From an optimization exercise on the open Yosys and OpenROAD flow, aimed at small area and a short achievable clock period; shortcuts taken in it are not production practice. RTL that was checked went through simulation tests only; none was proved equivalent to the original. For runs 2 and 3, only the layout was checked, not whether the RTL still works.

==> flow/design.v (outline; a module is shown in full before it is edited, if it fits) <==
// module musb_mult_accum: 1430 lines
// module musb_fa: 10 lines
// module musb_ha: 9 lines
// module musb_cpa: 961 lines
// module musb_nand2: 3 lines
// module musb_nor2: 3 lines
// module musb_xor2: 3 lines
// module musb_xnor2: 3 lines
// module musb_inv: 3 lines
// module musb_o21ai: 3 lines
// module musb_a21oi: 3 lines
module musb_mult_accum #(
  parameter int WIDTH = 32
) (
  input  logic                 clk,
  input  logic                 rst,
  input  logic [WIDTH-1:0]     input_a,
  input  logic [WIDTH-1:0]     input_b,
  input  logic [2*WIDTH-1:0]   accum_in,
  input  logic                 signed_operation,
  input  logic [1:0]           op,
  input  logic                 enable_op,
  input  logic                 stall,
  input  logic                 flush,
  output logic [2*WIDTH-1:0]   mult_result,
  output logic                 active,
  output logic                 ready
);
  // ...
==> flow/run.sh <==
#!/bin/bash
# synth_recipe.tcl (not shown) runs the flow's synth.tcl, then flattens the netlist and writes it again
# the make line also repeats each setting of config.mk as NAME=value (left out here)
make -C /OpenROAD-flow-scripts/flow DESIGN_CONFIG=/design/flow/config.mk WORK_HOME=/design/flow/orfs CLKGATE_MAP_FILE= SYNTH_SCRIPT=/design/flow/synth_recipe.tcl finish
==> flow/config.mk <==
export PLATFORM = sky130hd
export DESIGN_NAME = musb_mult_accum
export DESIGN_NICKNAME = musb_mult_accum
export VERILOG_FILES = /design/flow/design.v
export SDC_FILE = /design/flow/constraint.sdc
export NUM_CORES = 4
export LEC_CHECK = 0
export CAP_MARGIN = 20
export CORE_MARGIN = 2
export CORE_UTILIZATION = 40
export SETUP_SLACK_MARGIN = 4.5
export SLEW_MARGIN = 20
export SYNTH_HIERARCHICAL = 1
export SYNTH_MINIMUM_KEEP_SIZE = 0
==> flow/constraint.sdc <==
create_clock -name core_clock -period 8.0 [get_ports {clk}]
set_input_delay 1.6000 -clock core_clock [delete_from_list [all_inputs] [get_ports {clk}]]
set_output_delay 1.6000 -clock core_clock [all_outputs]
set_load 0.01 [all_outputs]
==> notes.md, run 1 <==
- Status: timing/DRC/antenna clean
- Worst Hold End: r2[9]
- Crit path kind: flip-flop to flip-flop
- Most frequent cells in the layout: xnor2_1 (624), fa_1 (537), a22oi_1 (512), edfxtp_1 (440), nand2_1 (218)
- Core area: 111000 um^2
- RSZ-0062 raised after global routing: yes
- Post-CTS resize count: 17
- Grt ovf: 0
- Gpl congestion: roughly 0.93
- Commonest register cell after synthesis: edfxtp_1
- Hold Crit Depth: 0
- Vias in the first global route: around 33000
- Post-synth top cells: xnor2_1 (624), fa_1 (542), a22oi_1 (512)
- R2r endpoint: r3[60]
- FFs w/ async S/R, synth: a little over an eighth
- Final ANT Viol Nets: 0
- Area delta synth->final: 10.9%
- Met1 WL: approximately 58000 um
- Most common cell after layout, fill and taps aside: xnor2_1
- CTS tree: yes
- Hold_ws: about 0.43 ns
- Invs w/o clock: 65
- Final instance area: 49800 um^2
- Unique cell type count in the Yosys netlist: 26
- CP startpoint kind: flip-flop
- Starting density of the core: around 40%
- Rows: between 100 and 150
- Largest family of logic cells by synthesized area: adder cells
- Compound-Gate Fraction of Synth Area: a little over an eighth
- Number of synthesized flops with an enable pin: 440
- Largest Register: r2
- Bufs w/o clock: just under 300
- Die width: 339 um
- Data arrival, critical path: 3.90 ns
==> inputs of run 2 (changes only) <==
--- a/flow/design.v
+++ b/flow/design.v
@@ -12,17 +12,17 @@
   input  logic                 enable_op,
   input  logic                 stall,
   input  logic                 flush,
   output logic [2*WIDTH-1:0]   mult_result,
   output logic                 active,
   output logic                 ready
 );
   logic w_adv;
-  assign w_adv = ~stall & ~flush;
+  assign w_adv = ~stall;
   logic        w_msub, w_acc_en;
   logic [33:0] w_b;
   logic [34:0] w_bx;
   logic [16:0] w_one, w_two, w_neg;
   logic [32:0] w_a;
   assign w_msub   = (op == 2'b10);
   assign w_acc_en = (op == 2'b01) | (op == 2'b10);
   assign w_a      = {signed_operation & input_a[31], input_a};
==> flow/config.mk (replaced) <==
export PLATFORM = sky130hd
export DESIGN_NAME = musb_mult_accum
export DESIGN_NICKNAME = musb_mult_accum
export VERILOG_FILES = /design/flow/design.v
export SDC_FILE = /design/flow/constraint.sdc
export NUM_CORES = 4
export LEC_CHECK = 0
export CAP_MARGIN = 20
export CORE_MARGIN = 2
export CORE_UTILIZATION = 60
export CTS_BUF_LIST = sky130_fd_sc_hd__clkbuf_8
export CTS_CLUSTER_SIZE = 30
export SETUP_SLACK_MARGIN = 4.8
export SLEW_MARGIN = 20
export SYNTH_HIERARCHICAL = 1
export SYNTH_MINIMUM_KEEP_SIZE = 0
==> notes.md, run 2 <==
- Status: timing/DRC/antenna clean
- Layout cells sized above 1: between 30% and 40%
- DR vias/cell: between 6 and 7
- Most common cell after layout, fill and taps aside: xnor2_1
- Synth Warn #: 7
- Final Max Tran Viols: 0
- Post-synthesis register bit count: 508
- Detailed Routing Iterations Pass 1: 8
- CTS root buf: clkbuf_8
- Top-count cell post-synth: xnor2_1
- IO Pins: between 200 and 250
- CP startpoint kind: flip-flop
- Largest net degree at the start of global routing: 151
- RSZ-0062 raised after global routing: yes
- CP max FO: 4
- Hold crit path type: flip-flop to flip-flop
- Initial antenna violation count: 3
- Setup ws final: about 4.6 ns
- Storage cell area: between 10000 and 15000 um^2
- Total CTS buffers: slightly above 90
- Vias in the first global route: 35300 (+7.5%)
- NumNets Final: roughly 4600
- Gpl congestion: 1.00 (+7.5%)
- Post-synthesis mux area share: 1.70%
- Synth Cell Area: about 46000 um^2
- Cell taking the most area after synthesis: edfxtp_1
- Grt ovf: 0 (unchanged)
- Slew @ Worst Pin: between 1 and 1.5 ns
- Fin crit period: around 3.4 ns
- Post-route DRC: 0
- WL final: 162000 um
- Unique cell type count in the Yosys netlist: 27 (+3.8%)
- Post-synth top cells: xnor2_1 (624), fa_1 (542), edfxtp_1 (440)
- Clock Sinks: 508
- Post-layout util: ~72%
- Post-synthesis sequential area ratio: 32.6%
- FILL cells: between 5000 and 6000
- Clock Pin Slew Worst Setup and Hold Paths: about 0.060 ns
- CP peak stage delay: roughly 0.60 ns
- FFs w/ async S/R, synth: 13.4% (unchanged)
- Setup Viol. Count Final: 0
- Final ANT Viol Nets: 0 (unchanged)
- Worst-Skew Late Latency: approximately 0.75 ns
- DR WL/cell: 32.8 um
- Largest Register: r2
- Crit-path cells: buf_6, buf_12, buf_16, a22oi_2, xnor2_2, fa_2, fa_2, fa_2, fa_2
- Pre-CTS setup slack: between 4 and 5 ns
- Vias: between 30000 and 40000
- Final worst path period share: a little over two fifths
- CTS max path bufs: 3
- Count of final hold-check violations: 0
- Die H: ~280 um
- Avg Cell Area, Syn: about 12 um^2
- DR iter-0 viols: around 4700
- Crit-path most repeated cell: fa_2
- Largest family of logic cells by synthesized area: adder cells
- Compound-Gate Fraction of Synth Area: 14.6% (+0.96 points)
- I/O Buffers: 201
- Worst Path Buf+Inv: 3
- Hold_ws: 0.425 ns (-0.00101 ns)
- H-Tree Depth: 3
- Post-Synth Adder-Cell Area: 25.5%
- Multi-input logic area: just over 30000 um^2
- Synthesized net count: between 4000 and 5000
- Mapped Cells: 3800
- Die area: 78500 um^2
- Max Cap Violations: 0
- Post-synthesis xor/xnor area fraction: between 10% and 20%
- CTS tree: yes
- Core area: 75700 um^2 (-32%)
- Synth Area in Simple Gates: around 5%
- Yosys top cell area share: 28.9%
- Worst rel slew slack: between 30% and 40%
- Worst EP required: ~8.5 ns
- Commonest register cell after synthesis: edfxtp_1
- CP max stage cell: fa_2
- Endpoint kind of the worst setup timing path: flip-flop
- Most frequent cells in the layout: xnor2_1 (567), edfxtp_1 (440), fa_1 (346), a22oi_1 (286), a22oi_2 (226)
- First-pass GRT wire length: roughly 230000 um
- Number of flip-flops in the largest register: ~230
- Area delta synth->final: 18.5%
- Detailed Place HPWL: approximately 95000 um
- Data arrival, critical path: 3.87 ns (-0.03 ns)
- Crit path kind: flip-flop to flip-flop
- Final Skew: 0.0609 ns
- Top cells by area, synth: edfxtp_1 (29%), fa_1 (24%), xnor2_1 (12%)
- F_max: 292 MHz
- Starting density of the core: 60.5% (+20 points)
- Setup TNS: 0 ns
- GR Util All Layers: about two fifths
- Rows: 101 (-17%)
- Number of synthesized flops with an enable pin: 440 (unchanged)
- Top Family by Delay on Critical Path: adder cells
- Die width: 280 um (-17%)
[run 2: cell count changes in the layout (fill, tap and decap cells not counted), moves of 57 or more]
cell,previous run,this run
a22oi_1,512,286
buf_12,3,63
o21ai_1,153,93
a22oi_2,0,226
clkbuf_8,10,95
nor2_4,1,63
fa_1,537,346
dlygate4sd2_1,0,62
xnor2_1,624,567
nor2_1,206,96
clkdlybuf4s50_1,200,134
xnor2_2,0,57
fa_2,5,196
[run 2: worst paths after layout]
path / start / to / slack, ns / cells after the start
worst min register to register: r1_acc[1] / r2[3] / 0.43 / 0
worst min-delay path: r1_acc[1] / r2[3] / 0.43 / 0
worst max register to register: r1_one[10] / r2[137] / 4.58 / 9
worst max-delay path: r1_one[10] / r2[137] / 4.58 / 9
max in group asynchronous: rst / mult_result[16] / 5.94 / 3
min in group asynchronous: rst / mult_result[60] / 1.47 / 3
[run 2: metrics by stage]
stage          area (um^2)  cells
2_1_floorplan        45800   3800
3_3_place_gp         47100   4655
3_5_place_dp         47100   4655
4_1_cts              51400   4863
5_1_grt              54200   4918
6_report             54200   4921
[run 2: logic make-up after synthesis]
group / count (synthesis)
AOI/OAI and AO/OA: 858
xor gates and xnor gates: 751
adders and majority gates: 607
buffers and inverters: 479
DFF: 508
muxes: 68
and+or+nand+nor: 529
[run 2: cell type report]
type	count	share of cell area [%]
repair buffers	387	8.92
clock buffers	94	2.39
inverters	66	0.471
flip-flops and latches	508	27.5
clock inverters	71	0.971
well taps	978	2.26
diodes	4	0.0185
multi-input cells	2813	57.5
[run 2: worst reg2reg max path: stages (launching register included)]
cell      delay, ns
edfxtp_1       0.40
buf_6          0.15
buf_12         0.13
buf_16         0.14
a22oi_2        0.20
xnor2_2        0.16
fa_2           0.49
fa_2           0.41
fa_2           0.60
fa_2           0.43
[run 2: layer usage]
layer,global-route usage [%],wire (um),up-vias
li1,-,-,13200
met1,49.6,55300,16600
met2,61.0,71500,2957
met3,14.7,23300,854
met4,23.5,11300,6
met5,0,126,-
[run 2: per-module statistics from Yosys, one instance, submodules excluded, excerpt]
| module | times used | cell area (um^2) | flops+latches |
|---|---|---|---|
| musb_mult_accum | 1 | 28800 | 508 |
| musb_ha | 64 | 12.5 | 0 |
| musb_nand2 | 169 | 3.75 | 0 |
| musb_cpa | 1 | 480 | 0 |
| musb_xor2 | 64 | 8.76 | 0 |
| musb_nor2 | 209 | 3.75 | 0 |
| musb_xnor2 | 63 | 8.76 | 0 |
| musb_inv | 63 | 3.75 | 0 |
[run 2: what timing repair did]
item                                    CTS  global route
gates resized for setup                 599           491
hold buffers                              0             0
endpoints found under the setup margin  227           140
cloned                                   13            13
pin swaps                               105           185
setup buffers                            30            41
==> inputs of run 3 (changes only) <==
==> flow/flow/run.sh (new file) <==
#!/bin/bash
# The standard layout (the standard.sh, unchanged synthesis and steps), with
# one change: the buffer that placement puts on every input and output port is
# sky130_fd_sc_hd__buf_2 instead of the cell buffer_ports picks by default.
set -euo pipefail
export BUFFER_PORTS_ARGS="-buffer_cell sky130_fd_sc_hd__buf_2"
bash standard.sh > standard.log 2>&1
==> flow/standard.sh (new file) <==
#!/bin/bash
# synth_recipe.tcl (not shown) runs the flow's synth.tcl, then flattens the netlist and writes it again
# the make line also repeats each setting of config.mk as NAME=value (left out here)
make -C /OpenROAD-flow-scripts/flow DESIGN_CONFIG=/design/flow/config.mk WORK_HOME=/design/flow/orfs CLKGATE_MAP_FILE= SYNTH_SCRIPT=/design/flow/synth_recipe.tcl "${@:-finish}"
--- a/flow/config.mk
+++ b/flow/config.mk
@@ -8,8 +8,6 @@
 export CAP_MARGIN = 20
 export CORE_MARGIN = 2
-export CORE_UTILIZATION = 60
-export CTS_BUF_LIST = sky130_fd_sc_hd__clkbuf_8
-export CTS_CLUSTER_SIZE = 30
-export SETUP_SLACK_MARGIN = 4.8
+export CORE_UTILIZATION = 40
+export SETUP_SLACK_MARGIN = 4.5
 export SLEW_MARGIN = 20
 export SYNTH_HIERARCHICAL = 1
removed: flow/run.sh
==> notes.md, run 3 <==
- Mapped Cells: 3800 (unchanged)
- R2R depth: 7 (-2)
- Avg Cell Area, Syn: 12.0 um^2 (unchanged)
- NumNets Final: 4486 (-2.7%)
- Final Skew: 0.0231 ns (-0.0377 ns)
- CTS tree: yes
- GR Util All Layers: 26.3% (-14 points)
- Data arrival, critical path: 3.90 ns (+0.03 ns)
- Commonest register cell after synthesis: edfxtp_1
- Largest Register: r2
- Placed insts: 5192 (+12%)
- Yosys top cell area share: 28.9% (unchanged)
- Clock Pin Slew Worst Setup and Hold Paths: 0.07 ns (about the same)
- Vias in the first global route: 33600 (-4.9%)
- Die H: 342 um (+22%)
- Layout cells sized above 1: 19.5% (-13 points)
- Rows: 124 (+23%)
- Compound-Gate Fraction of Synth Area: 14.6% (unchanged)
- CTS max path bufs: 3 (unchanged)
- Post-synthesis xor/xnor area fraction: 14.4% (unchanged)
- Number of flip-flops in the largest register: 229 (unchanged)
- R2r setup slk: 4.53 ns (-0.04 ns)
- Area delta synth->final: 7.66%
- RSZ-0062 raised after global routing: yes
- Setup Viol. Count Final: 0 (unchanged)
- Initial antenna violation count: 0 (-3)
- IO Pins: 202 (unchanged)
- Post-layout util: 43.3% (-28 points)
- CP startpoint kind: flip-flop
- Largest family of logic cells by synthesized area: adder cells
- Worst rel slew slack: 28.3% (-4.2 points)
- Final ANT Viol Nets: 0 (unchanged)
- Worst EP required: 8.43 ns (-0.02 ns)
- I/O Buffers: 201 (unchanged)
- Synth Cell Area: 45800 um^2 (unchanged)
- R2r endpoint: r2[121]
- Count of final hold-check violations: 0 (unchanged)
- Gpl congestion: 0.921 (-8.0%)
- Die area: 117000 um^2 (+49%)
- Die width: 342 um (+22%)
- Unique cell type count in the Yosys netlist: 27 (unchanged)
- Most frequent cells in the layout: xnor2_1 (622), fa_1 (539), edfxtp_1 (440), a22oi_1 (401), nand2_1 (218)
- Cell taking the most area after synthesis: edfxtp_1
- Final Max Tran Viols: 0 (unchanged)
- DR WL/cell: 29.1 um (-11%)
- Detailed Routing Iterations Pass 1: 6 (-2)
- WL final: 155000 um (-4.2%)
- Hold Crit Depth: 0 (unchanged)
- Vias: 31200 (-7.2%)
- Most common cell after layout, fill and taps aside: xnor2_1
- Total CTS buffers: 61 (-34%)
- CTS root buf: clkbuf_16
- Core area: 114000 um^2 (+50%)
- Clock Sinks: 508 (unchanged)
- Non-Filler Instances: 5308 (+7.9%)
- Largest net degree at the start of global routing: 175 (+16%)
- Crit path kind: flip-flop to flip-flop
- Synth Area in Simple Gates: 4.92% (unchanged)
- Starting density of the core: 40.2% (-20 points)
- Setup bufs post-CTS: 0 (-100%)
- Max Cap Violations: 0 (unchanged)
- First-pass GRT wire length: 225000 um (-1.1%)
- Slew @ Worst Pin: 1.08 ns (+0.0634 ns)
- Final worst path period share: 43.4% (+0.56 points)
- N_diodes: 0 (-4)
- Synth Warn #: 7 (unchanged)
- Crit Reg-Reg Startpoint: r1_a[17]
- Hold_ws: 0.419 ns (-0.00617 ns)
- Top-count cell post-synth: xnor2_1
- FFs w/ async S/R, synth: 13.4% (unchanged)
- Post-synthesis register bit count: 508 (unchanged)
- CP max FO: 33 (+29)
- Post-synth top cells: xnor2_1 (624), fa_1 (542), edfxtp_1 (440)
- Worst min-delay path startpoint: r1_acc[3]
- DP Area: 46700 um^2 (-0.69%)
- F_max: 288 MHz (-1.3%)
- Post-synthesis mux area share: 1.70% (unchanged)
- Status: timing/DRC/antenna clean
- DR iter-0 viols: 3593 (-24%)
- Post-route DRC: 0 (unchanged)
- Fin crit period: 3.47 ns (+0.0446 ns)
- Number of synthesized flops with an enable pin: 440 (unchanged)
- Detailed Place HPWL: 97500 um (+2.5%)
- Synthesized net count: 4543 (unchanged)
- Worst Hold End: r2[9]
- Post-Synth Adder-Cell Area: 25.5% (unchanged)
- Top cells by area, synth: edfxtp_1 (29%), fa_1 (24%), xnor2_1 (12%)
- Grt ovf: 0 (unchanged)
- DR vias/cell: 5.88 (-14%)
- Hold crit path type: flip-flop to flip-flop
- Worst-Skew Late Latency: 0.69 ns (-0.06 ns)
- H-Tree Depth: 2 (-1)
- Final instance area: 49300 um^2 (-9.1%)
- Endpoint kind of the worst setup timing path: flip-flop
- Post-synthesis sequential area ratio: 32.6% (unchanged)
[run 3: changes by cell type in the layout (fill, tap and decap cells not counted), moves of 110 or more]
cell,before,now
nor2_1,96,206
fa_1,346,539
clkdlybuf4s50_1,134,0
fa_2,196,3
a22oi_2,226,111
a22oi_1,286,401
buf_2,0,200
[run 3: per-layer routing]
metal,global-route usage [%],wire length [um]
met5,0.204,0
met4,10.3,7150
met3,8.43,19200
met2,40.8,68800
met1,34.1,59600
[run 3: cell type report]
class	count	area (um^2)
clock buffer	76	1630
clock inverter	40	434
fill	10700	64600
inverter	66	251
multi-input combinational	2813	28100
sequential	508	14900
tap	1512	1890
timing repair buffer	293	2110
[run 3: what timing repair did]
item,CTS,global route
hold buffers,0,0
gates resized for setup,45,104
setup endpoints to repair,31,94
pin swaps,0,0
[run 3: Yosys stat by module, one instance, submodules excluded, excerpt]
module | flops+latches | times used
musb_inv | 0 | 63
musb_cpa | 0 | 1
musb_a21oi | 0 | 147
musb_ha | 0 | 64
musb_xnor2 | 0 | 63
musb_xor2 | 0 | 64
musb_nand2 | 0 | 169
musb_fa | 0 | 542
musb_nor2 | 0 | 209
[run 3: worst max-delay path by stage]
stage	startpoint	endpoint	cells after the start	slack [ns]
final	r1_a[17]	r2[121]	7	4.53
after floorplan	stall	r1_a[0]	4	-0.94
after detailed placement	stall	r1_neg[9]	4	4.05
after global placement	stall	r1_neg[9]	4	4.07
after global routing	r2[56]	r3[30]	10	4.45
after CTS	r1_neg[4]	r2[100]	6	4.48
[run 3: worst max-delay path, stage by stage (launching register included)]
cell and delay, ns:
edfxtp_1 0.33, clkbuf_8 0.42, a22oi_1 0.17, xnor2_1 0.29, fa_1 0.48, fa_1 0.47, fa_1 0.60, fa_1 0.42
[run 3: metrics by stage]
step	worst slack (ns)	TNS, ns
floorplan	-0.944	-415.52
global placement	4.07	0
detailed placement	4.05	0
CTS	4.48	0
global route	4.45	0
finish	4.53	0
[run 3: logic make-up after synthesis]
group	after synthesis
AO/OA/AOI/OAI	858
XOR/XNOR	751
adder cells (fa/ha/maj)	607
buffers and inverters	479
flip-flops	508
multiplexers	68
AND/OR/NAND/NOR	529

[re-timing with driven ports]
How much do the figures lean on ideal ports? The routed layouts below were timed once more, with nothing changed but the port constraints. Step 1 (the two cells are an assumption about what drives the block):
set clk [get_ports {clk}]
set_driving_cell -lib_cell sky130_fd_sc_hd__clkbuf_16 $clk
set_driving_cell -lib_cell sky130_fd_sc_hd__buf_2 [delete_from_list [all_inputs] $clk]
Step 2 also shifts input and output timing later by t, the mid clock arrival at the registers, as if the neighbouring blocks saw the same clock. a / b / c = ideal ports / drivers / drivers and shift; a / b = the first two.
run	t, ns	setup WS [ns]	worst hold slack (ns)	worst setup path after step 2
run 1	0.737	4.523 / 4.523 / 3.957	0.426 / 0.426 / 0.426	input to register
run 2	0.789	4.576 / 4.537 / 4.432	0.425 / 0.425 / 0.425	input to register
run 3	0.745	4.531 / 4.531 / 4.074	0.419 / 0.419 / 0.419	input to register
After both steps setup and hold are still met in every run listed. For run 1, which loses most, drivers alone change the setup slack by 0.000 ns; drivers and shift together by -0.566 ns.
